From an optimization exercise on the open Yosys and OpenROAD flow, aimed at a short achievable clock period and few clock cycles; shortcuts taken in it are not production practice.
Only simulation tests tie the RTL to the original design; equivalence was not proved.
No activity file was given, so power comes from the tool's default toggle rates.

==> job 1086 <==
Design cpu, start of the top module:
module cpu (
    input  logic  clk,
    input  logic  arst_n,
    output core_pkg::word_t code_addr,
    input  core_pkg::inst_t code_data,
    output core_pkg::word_t data_addr,
    output core_pkg::word_t data_wdata,
    output logic  data_we,
    output logic  data_re,
    input  core_pkg::word_t data_rdata
);
clock: 7.0 ns
lec_check: 0
abc_clock_period_in_ps: 2400
cap_margin: 20
core_margin: 2
core_utilization: 40
setup_slack_margin: 4.6
slew_margin: 20
tns_end_percent: 100
run.sh (not shown) runs the stock make flow with config.mk's settings and CLKGATE_MAP_FILE= SYNTH_SCRIPT=/design/flow/synth_recipe.tcl, a recipe that flattens the netlist after the stock synthesis.
==> inputs of job 4181, as changes to job 1086 <==
--- a/flow/design.v
+++ b/flow/design.v
@@ -29,28 +29,35 @@
     logic [18:0]     hi_dec;
     logic [18:0]     hi;
     core_pkg::word_t pred_pc;
     logic [13:0]     lo_sum;
     logic            is_br;
     logic            pred;
     logic [127:0]    flip;
-    logic            fb;         
-    logic [6:0]      seq_idx;    
     assign code_addr = pc;
     assign is_br = (code_data[6:0] == core_pkg::OP_BRANCH) && (code_data[14:13] == 2'b00);
-    assign pred  = is_br && (code_data[31] ^ fb);
-    assign seq_idx = pc[8:2] + 7'd1;
-    assign lo_sum  = {1'b0, pc[12:0]} +
-                     {1'b0, code_data[31], code_data[7], code_data[30:25], code_data[11:8], 1'b0};
+    assign pred  = is_br && (code_data[31] ^ flip[pc[8:2]]);
+    ks_add #(.W(13), .L(4)) i_lo_add (
+        .a(pc[12:0]),
+        .b({code_data[31], code_data[7], code_data[30:25], code_data[11:8], 1'b0}),
+        .cin(1'b0),
+        .s(lo_sum[12:0]),
+        .cout(lo_sum[13])
+    );
     assign pc_inc  = pc + 32'd4;
     assign hi_inc  = pc[31:13] + 19'd1;
     assign hi_dec  = pc[31:13] - 19'd1;
-    assign hi = ({19{!code_data[31] &&  lo_sum[13]}} & hi_inc) |
-                ({19{ code_data[31] && !lo_sum[13]}} & hi_dec) |
-                ({19{code_data[31] == lo_sum[13]}}   & pc[31:13]);
+    always_comb begin
+        case ({code_data[31], lo_sum[13]})
+            2'b00:   hi = pc[31:13];
+            2'b01:   hi = hi_inc;
+            2'b10:   hi = hi_dec;
+            default: hi = pc[31:13];
+        endcase
+    end
     assign pred_pc = {hi, lo_sum[12:0]};
     always_ff @(posedge clk or negedge arst_n) begin
         if (!arst_n) begin
             pc <= '0;
         end else if (redirect) begin
             pc <= redir_pc;
         end else begin
@@ -69,21 +76,14 @@
     always_ff @(posedge clk) begin
         d_pc   <= pc;
         d_inst <= code_data;
         d_pred <= pred;
     end
     always_ff @(posedge clk or negedge arst_n) begin
         if (!arst_n) begin
-            fb <= 1'b0;
-        end else begin
-            fb <= !redirect && !pred && flip[seq_idx];
-        end
-    end
-    always_ff @(posedge clk or negedge arst_n) begin
-        if (!arst_n) begin
             flip <= '0;
         end else if (upd) begin
             flip[upd_idx] <= upd_flip;
         end
     end
 endmodule
 module regfile (
@@ -132,19 +132,14 @@
     output logic                e_sign,     
     output logic [6:0]          e_idx,      
     output logic                e_bne,
     output logic                e_chk,      
     output logic                e_k,        
     output logic                e_m8,       
     output core_pkg::word_t     e_alt,      
-    output logic                e_addi,     
-    output core_pkg::word_t     e_nimm,     
-    output logic                dz,         
-    output logic                dz_k,       
-    output core_pkg::word_t     d_alt,      
     output core_pkg::word_t     e_a,
     output core_pkg::word_t     e_b,
     output core_pkg::word_t     e_sd,
     output logic                e_sub,
     output logic                e_logic,
     output logic                e_fa_m,
     output logic                e_fa_l,
@@ -197,18 +192,14 @@
     assign is_r    = (opcode == core_pkg::OP_REG) && (r_add || r_sub || r_xor || r_or || r_and);
     assign is_addi = (opcode == core_pkg::OP_IMM) && (funct3 == 3'b000);
     assign is_lw   = (opcode == core_pkg::OP_LOAD) && (funct3 == 3'b010);
     assign is_sw   = (opcode == core_pkg::OP_STORE) && (funct3 == 3'b010);
     assign is_br   = (opcode == core_pkg::OP_BRANCH) && (funct3[2:1] == 2'b00);
     assign ok      = d_valid && (is_r || is_addi || is_lw || is_sw || is_br);
     assign arith = !(is_r && (r_and || r_or || r_xor));
-    assign dz    = ok && is_br && (imm_b != 32'd4) && e_addi &&
-                   ((rs2_addr == 5'd0) ? (rs1_addr == e_rd) : ((rs1_addr == 5'd0) && (rs2_addr == e_rd)));
-    assign dz_k  = funct3[0] ^ d_pred;
-    assign d_alt = d_pc + (d_pred ? 32'd4 : imm_b);
     hazard_unit i_hazard_unit (
         .d_rs2_alu(is_r || is_br),
         .d_rs2_st(is_sw),
         .d_rs1(rs1_addr),
         .d_rs2(rs2_addr),
         .e_wr, .e_rd,
         .fwd_a, .fwd_b, .fwd_sd
@@ -217,37 +208,34 @@
         if (!arst_n) begin
             e_valid <= 1'b0;
             e_wr    <= 1'b0;
             e_load  <= 1'b0;
             e_store <= 1'b0;
             e_br    <= 1'b0;
             e_chk   <= 1'b0;
-            e_addi  <= 1'b0;
         end else begin
             e_valid <= ok && !kill;
             e_wr    <= ok && !kill && (is_r || is_addi || is_lw) && (rd != 5'd0);
             e_load  <= ok && !kill && is_lw;
             e_store <= ok && !kill && is_sw;
             e_br    <= ok && !kill && is_br;
-            e_chk   <= ok && !kill && is_br && (imm_b != 32'd4) && !dz;
-            e_addi  <= ok && !kill && is_addi && (rd != 5'd0);
+            e_chk   <= ok && !kill && is_br && (imm_b != 32'd4);
         end
     end
     always_ff @(posedge clk) begin
         e_rd     <= rd;
         e_pred   <= d_pred;
         e_sign   <= d_inst[31];
         e_idx    <= d_pc[8:2];
         e_bne    <= funct3[0];
         e_k      <= funct3[0] ^ d_pred;
         e_m8     <= (imm_b == 32'd8) && !d_pred;
-        e_alt    <= d_alt;
-        e_nimm   <= 32'd0 - imm_i;
+        e_alt    <= d_pc + (d_pred ? 32'd4 : imm_b);
         e_a      <= rs1_data;
-        e_b      <= (is_r || is_br) ? (rs2_data ^ {32{is_r && r_sub}}) : (is_sw ? imm_s : imm_i);
+        e_b      <= (is_r || is_br) ? rs2_data : (is_sw ? imm_s : imm_i);
         e_sd     <= rs2_data;
         e_sub    <= is_r && r_sub;
         e_logic  <= is_r && (r_and || r_or || r_xor);
         e_fa_m   <= fwd_a && !e_load;
         e_fa_l   <= fwd_a && e_load;
         e_fb_m   <= fwd_b && !e_load;
         e_fb_l   <= fwd_b && e_load;
@@ -303,22 +291,21 @@
     end
     assign s    = p ^ {g[L][W-2:0], cin};
     assign cout = g[L][W-1];
 endmodule
 module alu_lane (
     input  core_pkg::word_t x,
     input  core_pkg::word_t y,
-    input  logic            inv,      
-    input  logic            cin,      
+    input  logic            sub,
     output core_pkg::word_t sum,
     output logic            eq
 );
     logic unused_cout;
     ks_add #(.W(32)) i_add (
-        .a(x), .b(y ^ {32{inv}}), .cin(cin), .s(sum), .cout(unused_cout)
+        .a(x), .b(y ^ {32{sub}}), .cin(sub), .s(sum), .cout(unused_cout)
     );
     assign eq = (x == y);
 endmodule
 module execute (
     input  logic            clk,
     input  logic            arst_n,
     input  logic            e_valid,
@@ -359,18 +346,14 @@
     input  logic            e_a_rm,
     input  logic            e_a_mm,        
     input  logic            e_a_lr,
     input  logic            e_a_rl,
     input  logic            e_a_ll,
     input  logic            e_fwd_sd,
     input  logic            d_pred_live,   
-    input  core_pkg::word_t e_nimm,
-    input  logic            dz,
-    input  logic            dz_k,
-    input  core_pkg::word_t d_alt,
     input  core_pkg::word_t data_rdata,
     output logic            kill,          
     output logic            redirect,      
     output core_pkg::word_t redir_pc,
     output logic            upd,
     output logic [6:0]      upd_idx,
     output logic            upd_flip,
@@ -378,43 +361,45 @@
     output core_pkg::word_t m_sd,
     output core_pkg::reg_addr_t m_rd,
     output logic            m_wr,
     output logic            m_load,
     output logic            m_we,
     output logic            m_re
 );
-    core_pkg::word_t op_a, op_b, lg, sum;
+    core_pkg::word_t r_rr, r_mr, r_rm, r_lr, r_rl;
+    logic            eq_rr, eq_mr, eq_rm, eq_lr, eq_rl;
+    core_pkg::word_t op_a, op_b, lg;
     core_pkg::word_t result;
     core_pkg::word_t sd;
     logic            eq;
     logic            wrong;
-    logic            z;
-    logic            e_kill;
-    logic            e_redirect;
-    logic            d_redirect;
-    logic            unused_cout;
+    alu_lane i_rr (.x(e_a),        .y(e_b),        .sub(e_sub), .sum(r_rr), .eq(eq_rr));
+    alu_lane i_mr (.x(m_res),      .y(e_b),        .sub(e_sub), .sum(r_mr), .eq(eq_mr));
+    alu_lane i_rm (.x(e_a),        .y(m_res),      .sub(e_sub), .sum(r_rm), .eq(eq_rm));
+    alu_lane i_lr (.x(data_rdata), .y(e_b),        .sub(e_sub), .sum(r_lr), .eq(eq_lr));
+    alu_lane i_rl (.x(e_a),        .y(data_rdata), .sub(e_sub), .sum(r_rl), .eq(eq_rl));
     assign op_a = ({32{!e_fa_m && !e_fa_l}} & e_a) | ({32{e_fa_m}} & m_res) |
                   ({32{e_fa_l}} & data_rdata);
-    assign op_b = ({32{!e_fb_m && !e_fb_l}} & e_b) |
-                  ({32{e_fb_m}} & (m_res ^ {32{e_sub}})) |
-                  ({32{e_fb_l}} & (data_rdata ^ {32{e_sub}}));
-    ks_add #(.W(32)) i_add (.a(op_a), .b(op_b), .cin(e_sub), .s(sum), .cout(unused_cout));
+    assign op_b = ({32{!e_fb_m && !e_fb_l}} & e_b) | ({32{e_fb_m}} & m_res) |
+                  ({32{e_fb_l}} & data_rdata);
     assign lg   = ({32{e_and}} & (op_a & op_b)) | ({32{e_or}} & (op_a | op_b)) |
                   ({32{e_xor}} & (op_a ^ op_b));
-    assign result = e_logic ? lg : sum;
-    assign eq     = (op_a == op_b);   
+    assign result = ({32{e_a_rr}} & r_rr) | ({32{e_a_mr}} & r_mr) |
+                    ({32{e_a_rm}} & r_rm) | ({32{e_a_lr}} & r_lr) |
+                    ({32{e_a_rl}} & r_rl) |
+                    ({32{e_a_mm}} & {m_res[30:0], 1'b0}) |
+                    ({32{e_a_ll}} & {data_rdata[30:0], 1'b0}) |
+                    ({32{e_logic}} & lg);
+    assign eq     = (e_s_rr && eq_rr) || (e_s_mr && eq_mr) || (e_s_rm && eq_rm) ||
+                    (e_s_lr && eq_lr) || (e_s_rl && eq_rl) || e_s_mm || e_s_ll;
     assign sd = e_fwd_sd ? (m_load ? data_rdata : m_res) : e_sd;
-    assign wrong      = eq ^ e_k;
-    assign e_kill     = e_chk && wrong;
-    assign e_redirect = e_chk && wrong && !(e_m8 && !d_pred_live);
-    assign z          = (op_a == e_nimm);
-    assign d_redirect = dz && (z ^ dz_k) && !e_kill;
-    assign kill     = e_kill;
-    assign redirect = e_redirect || d_redirect;
-    assign redir_pc = e_redirect ? e_alt : d_alt;
+    assign wrong    = eq ^ e_k;
+    assign kill     = e_chk && wrong;
+    assign redirect = e_chk && wrong && !(e_m8 && !d_pred_live);
+    assign redir_pc = e_alt;
     assign upd      = e_br;
     assign upd_idx  = e_idx;
     assign upd_flip = eq ^ e_bne ^ e_sign;   
     always_ff @(posedge clk or negedge arst_n) begin
         if (!arst_n) begin
             m_wr   <= 1'b0;
             m_we   <= 1'b0;
@@ -500,16 +485,14 @@
     core_pkg::word_t     rs2_data;
     logic                e_valid, e_wr, e_load, e_store, e_br, e_pred, e_sign, e_bne, e_chk, e_k, e_m8;
     logic [6:0]          e_idx;
     logic                upd, upd_flip;
     logic [6:0]          upd_idx;
     core_pkg::reg_addr_t e_rd;
     core_pkg::word_t     e_alt, e_a, e_b, e_sd;
-    logic                e_addi, dz, dz_k;
-    core_pkg::word_t     e_nimm, d_alt;
     logic                e_sub, e_logic, e_and, e_or, e_xor, e_fwd_sd;
     logic                e_fa_m, e_fa_l, e_fb_m, e_fb_l;
     logic                e_a_rr, e_a_mr, e_a_rm, e_a_mm, e_a_lr, e_a_rl, e_a_ll;
     logic                e_s_rr, e_s_mr, e_s_rm, e_s_mm, e_s_lr, e_s_rl, e_s_ll;
     core_pkg::word_t     m_res, m_sd;
     core_pkg::reg_addr_t m_rd;
     logic                m_wr, m_load, m_we, m_re;
@@ -529,15 +512,14 @@
         .rs1_data, .rs2_data,
         .we(rf_we), .wa(rf_wa), .wd(rf_wd)
     );
     decode i_decode (
         .clk, .arst_n,
         .d_valid, .d_pc, .d_inst, .d_pred,
         .kill,
-        .e_addi, .e_nimm, .dz, .dz_k, .d_alt,
         .rs1_addr, .rs2_addr, .rs1_data, .rs2_data,
         .e_valid, .e_wr, .e_load, .e_store, .e_rd, .e_br, .e_pred, .e_sign, .e_idx, .e_bne, .e_chk, .e_k, .e_m8,
         .e_alt, .e_a, .e_b, .e_sd, .e_sub, .e_logic, .e_and, .e_or, .e_xor,
         .e_fa_m, .e_fa_l, .e_fb_m, .e_fb_l,
         .e_a_rr, .e_a_mr, .e_a_rm, .e_a_mm, .e_a_lr, .e_a_rl, .e_a_ll,
         .e_s_rr, .e_s_mr, .e_s_rm, .e_s_mm, .e_s_lr, .e_s_rl, .e_s_ll, .e_fwd_sd
     );
@@ -545,15 +527,14 @@
         .clk, .arst_n,
         .e_valid, .e_wr, .e_load, .e_store, .e_rd, .e_br, .e_pred, .e_sign, .e_idx, .e_bne, .e_chk, .e_k, .e_m8,
         .e_alt, .e_a, .e_b, .e_sd, .e_sub, .e_logic, .e_and, .e_or, .e_xor,
         .e_fa_m, .e_fa_l, .e_fb_m, .e_fb_l,
         .e_a_rr, .e_a_mr, .e_a_rm, .e_a_mm, .e_a_lr, .e_a_rl, .e_a_ll,
         .e_s_rr, .e_s_mr, .e_s_rm, .e_s_mm, .e_s_lr, .e_s_rl, .e_s_ll, .e_fwd_sd,
         .d_pred_live(d_valid && d_pred),
-        .e_nimm, .dz, .dz_k, .d_alt,
         .data_rdata,
         .kill, .redirect, .redir_pc,
         .upd, .upd_idx, .upd_flip,
         .m_res, .m_sd, .m_rd, .m_wr, .m_load, .m_we, .m_re
     );
     memory i_memory (
         .m_res, .m_sd, .m_rd, .m_wr, .m_load, .m_we, .m_re,
==> flow/flow/run.sh (new file) <==
#!/bin/bash
# Own layout flow: the standard flow (standard.sh) with three changes to how
# the layout is made:
#  - port buffers are buf_6 cells instead of the default delay-buffer cells,
#  - the resizer may change a cell's footprint (so it can swap those buffers),
#  - synthesis does not pre-map adders to full/half-adder cells, so ABC sees
#    the whole adder logic.
# Registers, their names and cell types come from the same synthesis script.
set -euo pipefail
bash standard.sh MATCH_CELL_FOOTPRINT=0 \
  "BUFFER_PORTS_ARGS=-buffer_cell sky130_fd_sc_hd__buf_6" \
  ADDER_MAP_FILE= \
  finish > flow_make.log 2>&1
==> flow/standard.sh (new file) <==
#!/bin/bash
# synth_recipe.tcl (not shown) runs the flow's synth.tcl, then flattens the netlist and writes it again
# the make line also repeats each setting of config.mk as NAME=value (left out here)
make -C /OpenROAD-flow-scripts/flow DESIGN_CONFIG=/design/flow/config.mk WORK_HOME=/design/flow/orfs CLKGATE_MAP_FILE= SYNTH_SCRIPT=/design/flow/synth_recipe.tcl "${@:-finish}"
==> flow/config.mk (replaced) <==
export PLATFORM = sky130hd
export DESIGN_NAME = cpu
export DESIGN_NICKNAME = cpu
export VERILOG_FILES = /design/flow/design.v
export SDC_FILE = /design/flow/constraint.sdc
export NUM_CORES = 4
export LEC_CHECK = 0
export ABC_CLOCK_PERIOD_IN_PS = 1000
export CAP_MARGIN = 20
export CORE_MARGIN = 2
export CORE_UTILIZATION = 45
export PLACE_DENSITY = 0.65
export SETUP_SLACK_MARGIN = 4.0
export SLEW_MARGIN = 20
export TNS_END_PERCENT = 100
removed: flow/run.sh
==> inputs of job 4486, as changes to job 1086 <==
--- a/flow/design.v
+++ b/flow/design.v
@@ -146,14 +146,16 @@
     output core_pkg::word_t     e_sd,
     output logic                e_sub,
     output logic                e_logic,
     output logic                e_fa_m,
     output logic                e_fa_l,
     output logic                e_fb_m,
     output logic                e_fb_l,
+    output logic                e_fb_mn,
+    output logic                e_fb_ln,
     output logic                e_a_rr,
     output logic                e_a_mr,
     output logic                e_a_rm,
     output logic                e_a_mm,
     output logic                e_a_lr,
     output logic                e_a_rl,
     output logic                e_a_ll,
@@ -245,16 +247,18 @@
         e_a      <= rs1_data;
         e_b      <= (is_r || is_br) ? (rs2_data ^ {32{is_r && r_sub}}) : (is_sw ? imm_s : imm_i);
         e_sd     <= rs2_data;
         e_sub    <= is_r && r_sub;
         e_logic  <= is_r && (r_and || r_or || r_xor);
         e_fa_m   <= fwd_a && !e_load;
         e_fa_l   <= fwd_a && e_load;
-        e_fb_m   <= fwd_b && !e_load;
-        e_fb_l   <= fwd_b && e_load;
+        e_fb_m   <= fwd_b && !e_load && !(is_r && r_sub);
+        e_fb_l   <= fwd_b && e_load && !(is_r && r_sub);
+        e_fb_mn  <= fwd_b && !e_load && is_r && r_sub;
+        e_fb_ln  <= fwd_b && e_load && is_r && r_sub;
         e_a_rr   <= arith && !fwd_a && !fwd_b;
         e_a_mr   <= arith && fwd_a && !fwd_b && !e_load;
         e_a_rm   <= arith && !fwd_a && fwd_b && !e_load;
         e_a_mm   <= arith && !(is_r && r_sub) && fwd_a && fwd_b && !e_load;
         e_a_lr   <= arith && fwd_a && !fwd_b && e_load;
         e_a_rl   <= arith && !fwd_a && fwd_b && e_load;
         e_a_ll   <= arith && !(is_r && r_sub) && fwd_a && fwd_b && e_load;
@@ -341,16 +345,18 @@
     input  logic            e_sub,
     input  logic            e_logic,       
     input  logic            e_and,
     input  logic            e_or,
     input  logic            e_xor,
     input  logic            e_fa_m,        
     input  logic            e_fa_l,        
-    input  logic            e_fb_m,
+    input  logic            e_fb_m,        
     input  logic            e_fb_l,
+    input  logic            e_fb_mn,       
+    input  logic            e_fb_ln,
     input  logic            e_s_rr,        
     input  logic            e_s_mr,        
     input  logic            e_s_rm,        
     input  logic            e_s_mm,        
     input  logic            e_s_lr,        
     input  logic            e_s_rl,        
     input  logic            e_s_ll,        
@@ -390,17 +396,17 @@
     logic            z;
     logic            e_kill;
     logic            e_redirect;
     logic            d_redirect;
     logic            unused_cout;
     assign op_a = ({32{!e_fa_m && !e_fa_l}} & e_a) | ({32{e_fa_m}} & m_res) |
                   ({32{e_fa_l}} & data_rdata);
-    assign op_b = ({32{!e_fb_m && !e_fb_l}} & e_b) |
-                  ({32{e_fb_m}} & (m_res ^ {32{e_sub}})) |
-                  ({32{e_fb_l}} & (data_rdata ^ {32{e_sub}}));
+    assign op_b = ({32{!e_fb_m && !e_fb_l && !e_fb_mn && !e_fb_ln}} & e_b) |
+                  ({32{e_fb_m}} & m_res) | ({32{e_fb_mn}} & ~m_res) |
+                  ({32{e_fb_l}} & data_rdata) | ({32{e_fb_ln}} & ~data_rdata);
     ks_add #(.W(32)) i_add (.a(op_a), .b(op_b), .cin(e_sub), .s(sum), .cout(unused_cout));
     assign lg   = ({32{e_and}} & (op_a & op_b)) | ({32{e_or}} & (op_a | op_b)) |
                   ({32{e_xor}} & (op_a ^ op_b));
     assign result = e_logic ? lg : sum;
     assign eq     = (op_a == op_b);   
     assign sd = e_fwd_sd ? (m_load ? data_rdata : m_res) : e_sd;
     assign wrong      = eq ^ e_k;
@@ -503,15 +509,15 @@
     logic                upd, upd_flip;
     logic [6:0]          upd_idx;
     core_pkg::reg_addr_t e_rd;
     core_pkg::word_t     e_alt, e_a, e_b, e_sd;
     logic                e_addi, dz, dz_k;
     core_pkg::word_t     e_nimm, d_alt;
     logic                e_sub, e_logic, e_and, e_or, e_xor, e_fwd_sd;
-    logic                e_fa_m, e_fa_l, e_fb_m, e_fb_l;
+    logic                e_fa_m, e_fa_l, e_fb_m, e_fb_l, e_fb_mn, e_fb_ln;
     logic                e_a_rr, e_a_mr, e_a_rm, e_a_mm, e_a_lr, e_a_rl, e_a_ll;
     logic                e_s_rr, e_s_mr, e_s_rm, e_s_mm, e_s_lr, e_s_rl, e_s_ll;
     core_pkg::word_t     m_res, m_sd;
     core_pkg::reg_addr_t m_rd;
     logic                m_wr, m_load, m_we, m_re;
     logic                rf_we;
     core_pkg::reg_addr_t rf_wa;
@@ -533,23 +539,23 @@
         .clk, .arst_n,
         .d_valid, .d_pc, .d_inst, .d_pred,
         .kill,
         .e_addi, .e_nimm, .dz, .dz_k, .d_alt,
         .rs1_addr, .rs2_addr, .rs1_data, .rs2_data,
         .e_valid, .e_wr, .e_load, .e_store, .e_rd, .e_br, .e_pred, .e_sign, .e_idx, .e_bne, .e_chk, .e_k, .e_m8,
         .e_alt, .e_a, .e_b, .e_sd, .e_sub, .e_logic, .e_and, .e_or, .e_xor,
-        .e_fa_m, .e_fa_l, .e_fb_m, .e_fb_l,
+        .e_fa_m, .e_fa_l, .e_fb_m, .e_fb_l, .e_fb_mn, .e_fb_ln,
         .e_a_rr, .e_a_mr, .e_a_rm, .e_a_mm, .e_a_lr, .e_a_rl, .e_a_ll,
         .e_s_rr, .e_s_mr, .e_s_rm, .e_s_mm, .e_s_lr, .e_s_rl, .e_s_ll, .e_fwd_sd
     );
     execute i_execute (
         .clk, .arst_n,
         .e_valid, .e_wr, .e_load, .e_store, .e_rd, .e_br, .e_pred, .e_sign, .e_idx, .e_bne, .e_chk, .e_k, .e_m8,
         .e_alt, .e_a, .e_b, .e_sd, .e_sub, .e_logic, .e_and, .e_or, .e_xor,
-        .e_fa_m, .e_fa_l, .e_fb_m, .e_fb_l,
+        .e_fa_m, .e_fa_l, .e_fb_m, .e_fb_l, .e_fb_mn, .e_fb_ln,
         .e_a_rr, .e_a_mr, .e_a_rm, .e_a_mm, .e_a_lr, .e_a_rl, .e_a_ll,
         .e_s_rr, .e_s_mr, .e_s_rm, .e_s_mm, .e_s_lr, .e_s_rl, .e_s_ll, .e_fwd_sd,
         .d_pred_live(d_valid && d_pred),
         .e_nimm, .dz, .dz_k, .d_alt,
         .data_rdata,
         .kill, .redirect, .redir_pc,
         .upd, .upd_idx, .upd_flip,
==> flow/config.mk (replaced) <==
export PLATFORM = sky130hd
export DESIGN_NAME = cpu
export DESIGN_NICKNAME = cpu
export VERILOG_FILES = /design/flow/design.v
export SDC_FILE = /design/flow/constraint.sdc
export NUM_CORES = 4
export LEC_CHECK = 0
export ABC_CLOCK_PERIOD_IN_PS = 2400
export CAP_MARGIN = 20
export CORE_MARGIN = 2
export CORE_UTILIZATION = 30
export SETUP_SLACK_MARGIN = 4.6
export SLEW_MARGIN = 20
export TNS_END_PERCENT = 100
==> results list <==
- The flow ran to the end and the layout has no timing, DRC or antenna violations.
- Total of clock buffers placed in the layout: 202
- Well Taps: 2526
- Number of buffers created by CTS: 158
- Seq Cell Count: 1464
- The clock network is responsible for 30.2% of the overall power.
* Hold endpoint: i_decode.e_alt[0]$_DFF_P_
* Post-Syn Instances: 7865
That was job 4181.
==> results list <==
* Crit-path cells: dlygate4sd2_1 -> xor2_1 -> a221o_1 -> ha_4 -> nor4_4 -> nand4_1 -> nor2_4 -> xor2_2 -> nand2_2 -> buf_6 -> buf_12 -> a21oi_4 -> buf_12 -> buf_12 -> clkbuf_16 -> a2111o_1 -> o221a_2
- FFs w/ async S/R, synth: between 10% and 20%
- In the finished layout, the clock tree contains a buffer count of 223.
- In the finished design the tool counted flip-flops and latches totalling 1465.
- Measured against its own limit, the worst slew margin works out to between 20% and 30%.
- In this run, the clock network consumes approximately a third of the power.
- Highest achievable clock rate: 251 MHz
- Synthesis produced roughly 5100 cells.
* Synth top area share: 41.6%
- The flow inserted 2355 tap cells.
* Number of buffers created by CTS: 158
- Actual transition at the worst max-transition pin: 1160 ps
* Hold endpoint: i_execute.m_we$_DFF_PN0_
- The run finished with no timing, DRC or antenna violations.
That was job 1086.
==> results list <==
* Well Taps: 3167
- Sink count of the clock tree: 1467
- Clock network fraction of design power: 32.9%
* Seq Cell Count: between 1000 and 1500
- Total of clock buffers placed in the layout: about 200
- Subtracting the final worst setup slack from the clock period gives 3780 ps.
- Result of the run: no timing/DRC/antenna violations
- Number of buffers created by CTS: 151
- The path with the worst hold slack has its endpoint at i_decode.e_alt[0]$_DFF_P_.
* Setup-violating endpoint count in the final report: 0
* FFs w/ async S/R, synth: 11.7%
That was job 4486.
Testbench counts of job 1086, summed over its fixed seeds: cycles 117,417.
Testbench counts of job 4181, summed over its fixed seeds: cycles 119,548.
Testbench counts of job 4486, summed over its fixed seeds: cycles 117,417.

## what the ideal ports hide
The flow's constraints put no driver on any port. The routed layouts listed below were extracted and timed again, unchanged, in two steps. Step 1 (the two cells are an assumption about what drives the block):
set clk [get_ports {clk}]
set_driving_cell -lib_cell sky130_fd_sc_hd__clkbuf_16 $clk
set_driving_cell -lib_cell sky130_fd_sc_hd__buf_2 [delete_from_list [all_inputs] $clk]
Step 2, shift: input delay + t, output delay - t, t = (earliest + latest rising clock arrival at the registers) / 2. This alone moves slack from input paths to output paths. a / b / c = ideal / step 1 / step 2; a / b = the first two.
run | shift t [ns] | setup WS [ns] | latest minus earliest clock arrival (ns) | slew at the worst register clock pin (ns) | cell pins on the clock port's net
job 1086 | 0.895 | 3.009 / 3.033 / 2.139 | 0.077 / 0.077 | 0.07 / 0.07 | 1
job 4181 | 0.891 | 2.874 / 2.874 / 2.082 | 0.073 / 0.073 | 0.07 / 0.07 | 1
job 4486 | 0.915 | 3.223 / 3.232 / 2.373 | 0.051 / 0.051 | 0.08 / 0.08 | 1
After both steps setup and hold are still met in every run listed. The setup slack of job 1086, which loses most, moves by +0.024 ns with the drivers and by -0.870 ns with both steps.
